What follows belongs to an exercise in optimizing a design on an open flow for small area; a production flow would make more cautious choices. The RTL was checked by simulation tests, not by an equivalence proof against the original design. Power and IR drop assume default switching activity.

// iot_filter
module iot_filter (
	input  logic           clk,
	input  logic           rst,
	input  logic           in_en,
	input  iot_pkg::byte_t iot_in,
	input  logic [2:0]     fn_sel,
	output logic           busy,
	output logic           valid,
	output iot_pkg::item_t iot_out
);
	logic crc_mode, rank_mode, min_mode;
	assign crc_mode  = (fn_sel == iot_pkg::fn_crc);
	assign rank_mode = (fn_sel == iot_pkg::fn_max) || (fn_sel == iot_pkg::fn_min);
	assign min_mode  = (fn_sel == iot_pkg::fn_min);
	iot_pkg::byte_idx_t byte_cnt;   
	logic [2:0]         item_cnt;   
	logic [2:0]         phase_q;    
	logic first_byte, last_byte, last_item, start;
	assign first_byte = (byte_cnt == '0);
	assign last_byte  = (byte_cnt == '1);
	assign last_item  = (item_cnt == '1);
	assign start = in_en && last_byte && (crc_mode || (rank_mode && last_item));
	logic ph1, ph3, ph4, ph5;
	assign ph1 = phase_q[2] & ~phase_q[1];
	assign ph3 = phase_q[2] &  phase_q[0];
	assign ph4 = ~phase_q[2] & phase_q[1];
	assign ph5 = ~phase_q[1] & phase_q[0];
	logic park, unpark;
	iot_pkg::byte_t top_best_n;
	logic [iot_pkg::BYTE_W/2-1:0] parked_lo_n;
	assign park   = rank_mode & ph1;
	assign unpark = rank_mode & ph5;
	always_ff @(posedge clk or posedge rst) begin
		if (rst) begin
			byte_cnt <= '0;
			item_cnt <= '0;
			phase_q  <= '0;
		end else begin
			if (park) begin
				byte_cnt    <= {top_best_n[7:5], in_en};
  ...
export LEC_CHECK = 0
export ABC_AREA = 1
export CAP_MARGIN = 20
export CORE_MARGIN = 2
export CORE_UTILIZATION = 70
export SLEW_MARGIN = 20
create_clock -name core_clock -period 6.0 [get_ports {clk}]
standard.sh (not shown) runs the stock make flow with config.mk's settings and CLKGATE_MAP_FILE= SYNTH_SCRIPT=/design/flow/synth_recipe.tcl, a recipe that flattens the netlist after the stock synthesis.
==> flow/flow/run.sh <==
#!/bin/bash
# The standard layout (standard.sh), with three changes:
# - synthesis is the standard flow's own (synth_recipe.tcl and ORFS's synth.tcl), except that ABC maps
#   the logic with flow/abc_area.script, a stronger area-only script, and adders and
#   comparators are left to ABC instead of being mapped to half adders first (ADDER_MAP_FILE
#   empty); registers are untouched;
# - every port is buffered by the smallest buffer, sky130_fd_sc_hd__buf_1, instead of the
#   one buffer_ports picks itself;
# - clock tree synthesis uses larger sink clusters and inserts no dummy loads.
set -euo pipefail
here=$(pwd)

sed 's|^  log_cmd abc {\*}\$abc_args$|  log_cmd abc -script '"$here"'/flow/abc_area.script {*}[lrange $abc_args 2 end]|' \
  "$FLOW_HOME/scripts/synth.tcl" > synth_own.tcl
grep -q 'flow/abc_area.script' synth_own.tcl
sed 's|source \$::env(SCRIPTS_DIR)/synth.tcl|source '"$here"'/synth_own.tcl|' synth_recipe.tcl > synth_recipe_own.tcl
grep -q 'synth_own.tcl' synth_recipe_own.tcl

bash standard.sh \
  "SYNTH_SCRIPT=$here/synth_recipe_own.tcl" \
  "ADDER_MAP_FILE=" \
  "BUFFER_PORTS_ARGS=-buffer_cell sky130_fd_sc_hd__buf_1" \
  "CTS_ARGS=-sink_clustering_enable -repair_clock_nets -dont_use_dummy_load -buf_list sky130_fd_sc_hd__clkbuf_8 -sink_clustering_size 20 -sink_clustering_max_diameter 60" \
  finish > make_finish.log 2>&1
==> flow/flow/abc_area.script <==
strash
ifraig
dc2
strash
dch -f
amap
topo
dnsize -c
The starting point finished with timing, DRC and antenna clean.
Edit:
--- a/flow/flow/run.sh
+++ b/flow/flow/run.sh
@@ -22,3 +22,3 @@
   "BUFFER_PORTS_ARGS=-buffer_cell sky130_fd_sc_hd__buf_1" \
-  "CTS_ARGS=-sink_clustering_enable -repair_clock_nets -dont_use_dummy_load -buf_list sky130_fd_sc_hd__clkbuf_8 -sink_clustering_size 20 -sink_clustering_max_diameter 60" \
+  "CTS_ARGS=-sink_clustering_enable -repair_clock_nets -dont_use_dummy_load -buf_list sky130_fd_sc_hd__clkbuf_4 -sink_clustering_size 9 -sink_clustering_max_diameter 45" \
   finish > make_finish.log 2>&1
Outcome: The new run completed with no timing, DRC or antenna violations. Utilization is higher by 0.26 points. Power came out higher slightly. Wire length rose slightly.
Edit:
--- a/flow/flow/run.sh
+++ b/flow/flow/run.sh
@@ -22,3 +22,3 @@
   "BUFFER_PORTS_ARGS=-buffer_cell sky130_fd_sc_hd__buf_1" \
-  "CTS_ARGS=-sink_clustering_enable -repair_clock_nets -dont_use_dummy_load -buf_list sky130_fd_sc_hd__clkbuf_4 -sink_clustering_size 9 -sink_clustering_max_diameter 45" \
+  "CTS_ARGS=-sink_clustering_enable -repair_clock_nets -dont_use_dummy_load -buf_list sky130_fd_sc_hd__clkbuf_4 -sink_clustering_size 11 -sink_clustering_max_diameter 45" \
   finish > make_finish.log 2>&1
Result: The new run ran to the end with no violations. Wire length goes down by 1.2%. Setup slack degrades by 0.036 ns. Cell area shrinks by 0.47%. Non-clock buffer count is unchanged. Clock skew goes down by 0.0083 ns. Via count went down by 0.82%. Utilization shrinks by 0.38 points.


## north
The RTL this note starts from:
==> flow/design.v <==
package iot_pkg;
	localparam int BYTE_W = 8;    
	localparam int ITEM_W = 128;  
	localparam int CRC_W  = 3;    
	localparam int IDX_W  = 4;    
	typedef logic [BYTE_W-1:0] byte_t;
	typedef logic [ITEM_W-1:0] item_t;      
	typedef logic [CRC_W-1:0]  crc_t;
	typedef logic [IDX_W-1:0]  byte_idx_t;
	typedef enum logic [2:0] {
		fn_crc = 3'd3,  
		fn_max = 3'd4,  
		fn_min = 3'd5   
	} fn_e;
	localparam crc_t CRC_POLY = 3'b101;
endpackage
`timescale 1ns/1ps
`timescale 1ns/1ps
module crc3_unit (
	input  iot_pkg::crc_t  rem_in,   
	input  iot_pkg::byte_t byte_in,
	output iot_pkg::crc_t  rem_out,  
	output iot_pkg::crc_t  crc_out   
);
	function automatic iot_pkg::crc_t crc_step(iot_pkg::crc_t r, logic b);
		iot_pkg::crc_t nxt;
		nxt = {r[iot_pkg::CRC_W-2:0], b};
		if (r[iot_pkg::CRC_W-1])
			nxt = nxt ^ iot_pkg::CRC_POLY;  
		crc_step = nxt;
	endfunction
	always_comb begin
		rem_out = rem_in;
		for (int i = iot_pkg::BYTE_W - 1; i >= 0; i--)
			rem_out = crc_step(rem_out, byte_in[i]);
		crc_out = rem_out;
		for (int i = 0; i < iot_pkg::CRC_W; i++)
			crc_out = crc_step(crc_out, 1'b0);  
	end
endmodule
`timescale 1ns/1ps
module rank_unit (
	input  logic           clk,
	input  logic           min_mode,   
	input  logic           step_best,
	input  logic           step_second,
	input  logic           first_byte,  
	input  logic           first_item,  
	input  logic           second_item, 
	input  logic           in_en,
	input  iot_pkg::byte_t iot_in,
	input  iot_pkg::byte_t held_byte,   
	input  logic           use_held,
	input  logic           crc_mode,    
	input  iot_pkg::crc_t  crc_rem,     
	input  iot_pkg::crc_t  crc_res,     
	output iot_pkg::item_t best_q,
	output iot_pkg::item_t second_q
);
	iot_pkg::item_t best_n_q, second_n_q;
	assign best_q   = ~best_n_q;
	assign second_q = ~second_n_q;
	logic [1:0] cmp_best_q, cmp_second_q;
	logic [1:0] prev_best, prev_second, cmp_best, cmp_second;
	iot_pkg::byte_t top_best, top_second;
	iot_pkg::byte_t in_best, in_second;
	logic better_best, better_second;
	assign top_best   = best_q[iot_pkg::ITEM_W-1 -: iot_pkg::BYTE_W];
	assign top_second = second_q[iot_pkg::ITEM_W-1 -: iot_pkg::BYTE_W];
	always_comb begin
		if (min_mode) begin
			better_best   = (iot_in < top_best);
			better_second = (iot_in < top_second);
		end else begin
			better_best   = (iot_in > top_best);
			better_second = (iot_in > top_second);
		end
		prev_best   = first_byte ? 2'b00 : cmp_best_q;
		prev_second = second_item ? 2'b11 : (first_byte ? 2'b00 : cmp_second_q);
		cmp_best   = prev_best[1]   ? prev_best   : {iot_in != top_best,   better_best};
		cmp_second = prev_second[1] ? prev_second : {iot_in != top_second, better_second};
		if (use_held)
			in_best = held_byte;
		else if (!first_item && cmp_best == 2'b10)
			in_best = top_best;
		else
			in_best = iot_in;
		if (cmp_best == 2'b11)
			in_second = top_best;
		else if (cmp_second == 2'b10)
			in_second = top_second;
		else
			in_second = iot_in;
		if (crc_mode) begin
			in_best[iot_pkg::CRC_W-1:0]   = crc_rem;
			in_second[iot_pkg::CRC_W-1:0] = crc_res;
		end
	end
	always_ff @(posedge clk) begin
		if (in_en) begin
			cmp_best_q   <= cmp_best;
			cmp_second_q <= cmp_second;
		end
		if (step_best)
			best_n_q <= {best_n_q[iot_pkg::ITEM_W-iot_pkg::BYTE_W-1:0], ~in_best};
		if (step_second)
			second_n_q <= {second_n_q[iot_pkg::ITEM_W-iot_pkg::BYTE_W-1:0], ~in_second};
	end
endmodule
`timescale 1ns/1ps
module iot_filter (
	input  logic           clk,
	input  logic           rst,
	input  logic           in_en,
	input  iot_pkg::byte_t iot_in,
	input  logic [2:0]     fn_sel,
	output logic           busy,
	output logic           valid,
	output iot_pkg::item_t iot_out
);
	logic crc_mode, rank_mode, min_mode;
	assign crc_mode  = (fn_sel == iot_pkg::fn_crc);
	assign rank_mode = (fn_sel == iot_pkg::fn_max) || (fn_sel == iot_pkg::fn_min);
	assign min_mode  = (fn_sel == iot_pkg::fn_min);
	iot_pkg::byte_idx_t byte_cnt;   
	logic [2:0]         item_cnt;   
	logic [2:0]         phase_q;    
	logic first_byte, last_byte, last_item, start;
	assign first_byte = (byte_cnt == '0);
	assign last_byte  = (byte_cnt == '1);
	assign last_item  = (item_cnt == '1);
	assign start = in_en && last_byte && (crc_mode || (rank_mode && last_item));
	logic ph1, ph3, ph4, ph5;
	assign ph1 = phase_q[2] & ~phase_q[1];
	assign ph3 = phase_q[2] &  phase_q[0];
	assign ph4 = ~phase_q[2] & phase_q[1];
	assign ph5 = ~phase_q[1] & phase_q[0];
	always_ff @(posedge clk or posedge rst) begin
		if (rst) begin
			byte_cnt <= '0;
			item_cnt <= '0;
			phase_q  <= '0;
		end else begin
			if (in_en) begin
				byte_cnt <= byte_cnt + 1'b1;
				if (last_byte)
					item_cnt <= item_cnt + 1'b1;
			end
			phase_q <= {start | (~phase_q[0] & (phase_q[2] | phase_q[1])), phase_q[2], phase_q[1]};
		end
	end
	assign busy  = rank_mode & (phase_q[2] | phase_q[1]);
	assign valid = phase_q[0] & (phase_q[2] ? crc_mode : rank_mode);
	iot_pkg::byte_t held_q;
	logic use_held;
	always_ff @(posedge clk) begin
		if (ph1)
			held_q <= iot_in;
	end
	assign use_held = rank_mode & ph5 & (byte_cnt == iot_pkg::byte_idx_t'(1));
	iot_pkg::item_t best_q, second_q;
	iot_pkg::crc_t  crc_rem, crc_res;
	crc3_unit i_crc (
		.rem_in(first_byte ? '0 : best_q[iot_pkg::CRC_W-1:0]),
		.byte_in(iot_in),
		.rem_out(crc_rem),
		.crc_out(crc_res)
	);
	logic step_best, step_second, first_item, second_item;
	assign first_item  = (item_cnt == 3'd0);
	assign second_item = (item_cnt == 3'd1);
	assign step_best   = (in_en & ~(rank_mode & ph1)) | use_held;
	assign step_second = in_en & (crc_mode ? last_byte : ~first_item);
	rank_unit i_rank (
		.clk(clk), .min_mode(min_mode),
		.step_best(step_best), .step_second(step_second),
		.first_byte(first_byte), .first_item(first_item), .second_item(second_item),
		.in_en(in_en), .iot_in(iot_in), .held_byte(held_q), .use_held(use_held),
		.crc_mode(crc_mode), .crc_rem(crc_rem), .crc_res(crc_res),
		.best_q(best_q), .second_q(second_q)
	);
	logic sel_best, sel_second, sel_low;
	assign sel_best   = rank_mode & ph4;
	assign sel_second = rank_mode & ph5;
	assign sel_low    = sel_second | (crc_mode & ph3);
	assign iot_out[iot_pkg::ITEM_W-1:iot_pkg::CRC_W] =
		({(iot_pkg::ITEM_W-iot_pkg::CRC_W){sel_best}}   & best_q[iot_pkg::ITEM_W-1:iot_pkg::CRC_W]) |
		({(iot_pkg::ITEM_W-iot_pkg::CRC_W){sel_second}} & second_q[iot_pkg::ITEM_W-1:iot_pkg::CRC_W]);
	assign iot_out[iot_pkg::CRC_W-1:0] =
		({iot_pkg::CRC_W{sel_best}} & best_q[iot_pkg::CRC_W-1:0]) |
		({iot_pkg::CRC_W{sel_low}}  & second_q[iot_pkg::CRC_W-1:0]);
endmodule
==> flow/config.mk <==
export PLATFORM = sky130hd
export DESIGN_NAME = iot_filter
export DESIGN_NICKNAME = iot_filter
export VERILOG_FILES = /design/flow/design.v
export SDC_FILE = /design/flow/constraint.sdc
export NUM_CORES = 4
export LEC_CHECK = 0
export ABC_AREA = 1
export CAP_MARGIN = 20
export CORE_MARGIN = 2
export CORE_UTILIZATION = 70
export SLEW_MARGIN = 20
==> flow/constraint.sdc <==
create_clock -name core_clock -period 6.0 [get_ports {clk}]
set_input_delay 1.2000 -clock core_clock [delete_from_list [all_inputs] [get_ports {clk}]]
set_output_delay 1.2000 -clock core_clock [all_outputs]
set_load 0.01 [all_outputs]
==> flow/flow/run.sh <==
#!/bin/bash
# The standard layout (standard.sh), with two changes:
# every port is buffered by the smallest buffer, sky130_fd_sc_hd__buf_1, instead of the
# one buffer_ports picks itself; and clock tree synthesis uses larger sink clusters and
# inserts no dummy loads.
set -euo pipefail
bash standard.sh \
  "BUFFER_PORTS_ARGS=-buffer_cell sky130_fd_sc_hd__buf_1" \
  "CTS_ARGS=-sink_clustering_enable -repair_clock_nets -dont_use_dummy_load -buf_list sky130_fd_sc_hd__clkbuf_8 -sink_clustering_size 15 -sink_clustering_max_diameter 60" \
  finish > make_finish.log 2>&1
Input-level comparison between south and north:
- CORE_UTILIZATION: 70 -> 85
Compare south and north | global-route track usage on met1 higher: south
south against north: number of rows created at floorplan fell by 4; relative max-transition margin fell by 3.6 points; stage delay of the slowest cell on the critical path rose by 0.26 ns.
In the metrics for south and north, the one carrying the higher design area is north.
Combinational share of power ended up 1.2 points higher on south than on north.
In south the final worst setup slack turned out 0.14 ns lower than in north.
In the reports for south and north, the larger total chip power belongs to south.
In the flow results for south and north, the synthesis-to-layout area growth is larger on north.
Edits applied to the flow inputs when going from south to east:
- CORE_UTILIZATION changed from 85 to 70
diff --git a/flow/flow/run.sh b/flow/flow/run.sh
--- a/flow/flow/run.sh
+++ b/flow/flow/run.sh
@@ -8,3 +8,3 @@
   "BUFFER_PORTS_ARGS=-buffer_cell sky130_fd_sc_hd__buf_1" \
-  "CTS_ARGS=-sink_clustering_enable -repair_clock_nets -dont_use_dummy_load -buf_list sky130_fd_sc_hd__clkbuf_8 -sink_clustering_size 15 -sink_clustering_max_diameter 60" \
+  "CTS_ARGS=-sink_clustering_enable -repair_clock_nets -dont_use_dummy_load -buf_list sky130_fd_sc_hd__clkbuf_8 -sink_clustering_size 18 -sink_clustering_max_diameter 70" \
   finish > make_finish.log 2>&1
Findings:
Initial DRC count improves in east relative to south. Changes observed in east relative to south: number of cells traversed by the worst register-to-register path went down 2, clock buffer and inverter area fraction after layout decreased by 0.35 points relative to the old numbers.
What west does differently from east at the input level:
==> flow/run.sh (new file) <==
#!/bin/bash
# synth_recipe.tcl (not shown) runs the flow's synth.tcl, then flattens the netlist and writes it again
# the make line also repeats each setting of config.mk as NAME=value (left out here)
make -C /OpenROAD-flow-scripts/flow DESIGN_CONFIG=/design/flow/config.mk WORK_HOME=/design/flow/orfs CLKGATE_MAP_FILE= SYNTH_SCRIPT=/design/flow/synth_recipe.tcl finish
removed: flow/flow/run.sh
removed: flow/standard.sh
[summary]
- As of west, sequential power had risen slightly compared to east.
- Post-route core utilization came out higher on west than on east.
- Against east, west comes in 11 higher on clock buffer instance count of the final layout.
- Time the final worst path needs with I/O delays and setup delta (west − east): unfavourable
- First-iteration DRC count was lower in east than in west.
- Sequential area share after synthesis delta (west -> east): insignificant
- From east to west, number of I/O port buffers did not move at all.
What middle does differently from west at the input level:
- CTS_BUF_LIST now sky130_fd_sc_hd__clkbuf_4, previously not set
- CTS_CLUSTER_SIZE now 20, previously not set
==> flow/flow/run.sh (new file) <==
#!/bin/bash
# The standard layout (standard.sh), with every port buffered by the smallest
# buffer, sky130_fd_sc_hd__buf_1, instead of the one buffer_ports picks itself.
set -euo pipefail
bash standard.sh "BUFFER_PORTS_ARGS=-buffer_cell sky130_fd_sc_hd__buf_1" finish > make_finish.log 2>&1
==> flow/standard.sh (new file) <==
#!/bin/bash
# synth_recipe.tcl (not shown) runs the flow's synth.tcl, then flattens the netlist and writes it again
# the make line also repeats each setting of config.mk as NAME=value (left out here)
make -C /OpenROAD-flow-scripts/flow DESIGN_CONFIG=/design/flow/config.mk WORK_HOME=/design/flow/orfs CLKGATE_MAP_FILE= SYNTH_SCRIPT=/design/flow/synth_recipe.tcl "${@:-finish}"
removed: flow/run.sh
--- outcome ---
Run comparison: west critical-path cell with the highest stage delay clkdlybuf4s50_1; middle critical-path cell with the highest stage delay buf_4. Comparing west and middle, the higher non-clock buffer area fraction after layout was measured on west. Looking at utilization after layout across west and middle, the one that comes out higher is west. Diff west -> middle: cell area reported after detailed placement down 7.2%; multi-input combinational area share up 1.1 points; clock period minus final worst setup slack down 0.71 ns; hold slack down 0.029 ns. Fraction of power spent switching nets ends up lower on west. The lower wire length after detailed routing came out of middle.

-- afterwards: timing with drivers on the ports --
The results above use ideal ports. As a check the final layouts listed here were re-extracted and re-timed, cells and wires unchanged.
Step 1 sets driving cells, clkbuf_16 on the clock port and buf_2 on the other inputs (assumed; they add their load-dependent delay and slew).
Step 2 also shifts input and output timing later by t, the mid clock arrival at the registers, as if the neighbouring blocks saw the same clock.
Three values: no drivers, after step 1, after step 2; two values: the first two.
| run | t, ns | setup slack, ns | worst setup path after step 2 | cell pins on the clock port's net |
|---|---|---|---|---|
| the first run of note 1 | 0.539 | 1.203 / 1.180 / 1.007 | input to register | 1 |
| the second run of note 1 | 0.638 | 1.314 / 1.285 / 1.113 | input to register | 1 |
| the third run of note 1 | 0.681 | 1.278 / 1.256 / 1.057 | input to register | 1 |
| north | 0.568 | 1.392 / 1.364 / 1.364 | input to output | 1 |
| south | 0.561 | 1.253 / 1.225 / 1.129 | input to register | 1 |
| east | 0.538 | 1.466 / 1.438 / 1.438 | input to output | 1 |
| west | 0.564 | 0.663 / 0.639 / 0.639 | input to output | 1 |
| middle | 0.681 | 1.377 / 1.349 / 1.349 | input to output | 1 |
After both steps every run listed still meets setup and hold. The setup slack of the third run of note 1, which loses most, moves by -0.022 ns with the drivers and by -0.221 ns with both steps.
